This is an optimization exercise on Yosys and OpenROAD, whose aim is a short achievable clock period and few clock cycles, not a production implementation. In this exercise RTL edits were held to simulation tests only and were not proved equivalent to the original. No driver is modelled on the clock port, so clock power and skew are understated where the tree is cut down; a real chip needs a root buffer or a tree. Power is estimated from default activity; no workload was simulated.

## job 4527
// console_buffer
module console_buffer (
  input  logic       clk,
  input  logic       rst,
  input  logic       i_char_stb,
  input  logic [7:0] i_char,
  input  logic       i_alt_func_en,
  input  logic [2:0] i_tab_count,
  input  logic       i_clear_screen_stb,
  output logic       o_wr_char_rdy,
  input  logic       i_read_frame_stb,
  input  logic       i_char_req_en,
  output logic       o_char_rdy,
  output logic [7:0] o_char
);
For scale: roughly 28,000 sq um of cells after synthesis.
clock: 5.0 ns
lec_check: 0
abc_clock_period_in_ps: 1500
cap_margin: 20
core_margin: 2
core_utilization: 65
setup_slack_margin: 3.4
slew_margin: 20
synth_memory_max_bits: 4096
tns_end_percent: 100
standard.sh (not shown) runs the stock make flow with config.mk's settings and CLKGATE_MAP_FILE= SYNTH_SCRIPT=/design/flow/synth_recipe.tcl, a recipe that flattens the netlist after the stock synthesis.
==> flow/flow/run.sh <==
#!/bin/bash
# The standard layout, with the clock tree replaced after CTS by a two-level inverter tree (flow/post_cts.tcl).
# make's output goes to standard.log; each ORFS step keeps its own log under orfs/logs.
set -euo pipefail
here=$(pwd)
export POST_CTS_TCL="$here/flow/post_cts.tcl"
bash standard.sh > "$here/standard.log" 2>&1
Other scripts of this flow, unchanged in this note and not shown: flow/flow/post_cts.tcl
Job 4527 ended with every stage complete and zero timing, DRC or antenna violations.
Testbench counts of job 4527, summed over its fixed seeds: cycles 30,826.
--- input diff job 4527..job 896 ---
Settings: a change of CORE_UTILIZATION from 65 to 55.
==> comparison <==
| internal portion of total power | job 896 vs job 4527 | ≈ equal |. Summary: wire length of the first global-routing pass, job 896 worse than job 4527. Taking job 4527 as the reference point, the relative contribution of the clock network to total power of job 896 rises by 0.5 points. On post-layout instance area, job 896 does worse than job 4527. In terms of DRC violations left, job 4527 and job 896 differ only marginally. Relative to job 4527, number of antenna violations at the first check in global routing has gone up in job 896.
### job 896 -> job 4700
Settings: CORE_UTILIZATION: 55 -> 72.
--- outcome ---
Job 4700 went all the way through synthesis, placement and routing and the layout is clean on timing, DRC and antenna. Re portion of total power attributed to combinational logic: job 896 was higher than job 4700. Job 4700 ended up with u_char_ram.mem[0][40] as its critical path endpoint; job 896 ended up with o_char_rdy. Job 4700 — actual transition at the worst max-transition pin 0.019 ns lower, job 896 as reference. Sort job 4700 and job 896 by combinational power desc -> top: job 896.
No run of this note takes its clock network from TritonCTS; it comes from the design's own scripts or RTL.

========
Another version of the RTL of console_buffer (not shown whole).
For scale: roughly 3000 cells after synthesis.
export LEC_CHECK = 0
export ABC_CLOCK_PERIOD_IN_PS = 1000
export CAP_MARGIN = 20
export CORE_MARGIN = 2
export CORE_UTILIZATION = 55
export SETUP_SLACK_MARGIN = 3.4
export SLEW_MARGIN = 20
export SYNTH_MEMORY_MAX_BITS = 4096
export TNS_END_PERCENT = 100
create_clock -name core_clock -period 5.0 [get_ports {clk}]
Scripts as last shown in full above: flow/flow/run.sh
Other scripts of this flow, unchanged in this note and not shown: flow/flow/post_cts.tcl
Testbench counts at the start, summed over its fixed seeds: cycles 30,826.
Then changed:
ABC_CLOCK_PERIOD_IN_PS = 1500   (was 1000)
Final area hardly moves.
Worst setup slack degrades by 0.013 ns.
Routed wire length hardly moves.
Critical path depth does not change.
Global-route usage is unchanged.
Sequential power hardly moves.
Die area does not change.
No run of this note takes its clock network from TritonCTS; it comes from the design's own scripts or RTL.

========
Another version of the RTL of console_buffer (not shown whole).
Size: about 3000 cells after synthesis, about 650 flip-flops, ~28 I/O pins, roughly 28000 µm² of cells after synthesis.
clock: 5.0 ns
lec_check: 0
abc_clock_period_in_ps: 1500
cap_margin: 20
core_margin: 2
core_utilization: 55
setup_slack_margin: 3.7
slew_margin: 20
synth_memory_max_bits: 4096
tns_end_percent: 100
Scripts as last shown in full above: flow/flow/run.sh
Other scripts of this flow, unchanged in this note and not shown: flow/flow/post_cts.tcl
Testbench counts at the start, summed over its fixed seeds: cycles 30,826.
Next try:
--- a/flow/config.mk
+++ b/flow/config.mk
@@ -12 +12 @@
-export SETUP_SLACK_MARGIN = 3.7
+export SETUP_SLACK_MARGIN = 3.4
The new run passed the timing, design-rule and antenna checks.
Synthesized cell count does not change.
Register-to-register slack is about the same.
Worst setup slack improved by 0.029 ns.
First-iteration DRC count came out lower by roughly a tenth.
Area after synthesis stays the same.
Via count goes down by a few percent.
Clock power stays flat.
Design area falls by a little under a tenth.
Power falls slightly.
Combinational power goes down by a quarter to a third.
In every run of this note, the design's own scripts or RTL, not TritonCTS, make the clock network.

========
console_buffer, a different RTL version from the one above (not shown whole).
Size: ~650 flip-flops, roughly 28 I/O pins, ~28,000 sq um of cells after synthesis.
clock: 5.0 ns
lec_check: 0
abc_clock_period_in_ps: 1500
cap_margin: 20
core_margin: 2
core_utilization: 65
setup_slack_margin: 3.4
slew_margin: 20
synth_memory_max_bits: 4096
tns_end_percent: 100
Scripts as last shown in full above: flow/flow/run.sh
Other scripts of this flow, unchanged in this note and not shown: flow/flow/post_cts.tcl
Testbench counts at the start, summed over its fixed seeds: cycles 30,826.
Then changed:
--- a/flow/config.mk
+++ b/flow/config.mk
@@ -9,5 +9,5 @@
 export CAP_MARGIN = 20
 export CORE_MARGIN = 2
-export CORE_UTILIZATION = 65
+export CORE_UTILIZATION = 55
 export SETUP_SLACK_MARGIN = 3.4
 export SLEW_MARGIN = 20
The changed run ran to the end with no violations.
Total power goes up by 0.35%.
Via count goes down by about 1.1%.
Final area hardly moves.
No run of this note takes its clock network from TritonCTS; it comes from the design's own scripts or RTL.

========
console_buffer, a different RTL version from the one above (not shown whole).
For scale: about 3300 cells after synthesis, roughly 660 flip-flops, roughly 28 I/O pins.
Settings: LEC_CHECK=0, ABC_CLOCK_PERIOD_IN_PS=1500, CAP_MARGIN=20, CORE_MARGIN=2, CORE_UTILIZATION=40, SETUP_SLACK_MARGIN=3.3, SLEW_MARGIN=20, SYNTH_MEMORY_MAX_BITS=4096, TNS_END_PERCENT=100; clock period 5.0 ns.
==> flow/flow/run.sh <==
#!/bin/bash
# The standard layout, with the clock tree replaced after CTS by a two-level one (flow/post_cts.tcl).
# make's output goes to standard.log; each ORFS step keeps its own log under orfs/logs.
set -euo pipefail
here=$(pwd)
export POST_CTS_TCL="$here/flow/post_cts.tcl"
bash standard.sh > "$here/standard.log" 2>&1
Other scripts of this flow, unchanged in this note and not shown: flow/flow/post_cts.tcl
Testbench counts at the start, summed over its fixed seeds: cycles 30,826.
Then changed:
- CORE_UTILIZATION: 40 -> 55
Outcome:
- The new run passed the timing, design-rule and antenna checks
- routed wire length drops by a few percent
- total power barely changes
- sequential cell count does not change
- global-route usage went up by 9.3 points
- worst setup slack improved by 0.031 ns
- sequential share of layout area is higher by 0.39 points
- via count rises slightly
In every run of this note, the design's own scripts or RTL, not TritonCTS, make the clock network.

static timing again, ports no longer ideal:
In the flow no input, the clock included, has a driving cell. The finished layouts below were timed again as built, in two steps. Step 1, drivers: a clkbuf_16 drives clk and a buf_2 each remaining input, both assumed. Step 2 also shifts input and output timing later by t, the mid clock arrival at the registers, as if the neighbouring blocks saw the same clock. a / b / c = ideal ports / drivers / drivers and shift; a / b = the first two.
| run | shift t [ns] | slack for setup (ns) | worst setup path at the end | slew at the worst register clock pin (ns) | worst slew at a driven data input, ns |
|---|---|---|---|---|---|
| job 4527 | 0.492 | 3.292 / 3.027 / 3.131 | input to register | 0.10 / 0.11 | 0.06 |
| job 896 | 0.499 | 3.292 / 3.027 / 3.141 | input to register | 0.10 / 0.11 | 0.06 |
| job 4700 | 0.492 | 3.267 / 3.020 / 3.115 | input to register | 0.10 / 0.10 | 0.06 |
| the first run of note 2 | 0.506 | 3.203 / 3.027 / 3.052 | input to register | 0.11 / 0.11 | 0.05 |
| the second run of note 2 | 0.505 | 3.189 / 3.025 / 3.049 | input to register | 0.10 / 0.11 | 0.05 |
| the first run of note 3 | 0.505 | 3.270 / 3.009 / 2.995 | input to register | 0.10 / 0.11 | 0.11 |
| the second run of note 3 | 0.502 | 3.299 / 3.034 / 3.014 | input to register | 0.11 / 0.11 | 0.06 |
| the first run of note 4 | 0.492 | 3.110 / 3.034 / 2.839 | input to register | 0.10 / 0.10 | 0.06 |
| the second run of note 4 | 0.500 | 3.108 / 3.051 / 2.831 | input to register | 0.10 / 0.10 | 0.11 |
| the first run of note 5 | 0.518 | 3.130 / 3.016 / 2.981 | input to register | 0.09 / 0.09 | 0.09 |
| the second run of note 5 | 0.514 | 3.161 / 3.028 / 2.904 | input to register | 0.10 / 0.10 | 0.04 |
After both steps setup and hold are still met in every run listed. The setup slack of the second run of note 3, which loses most, moves by -0.265 ns with the drivers and by -0.285 ns with both steps.
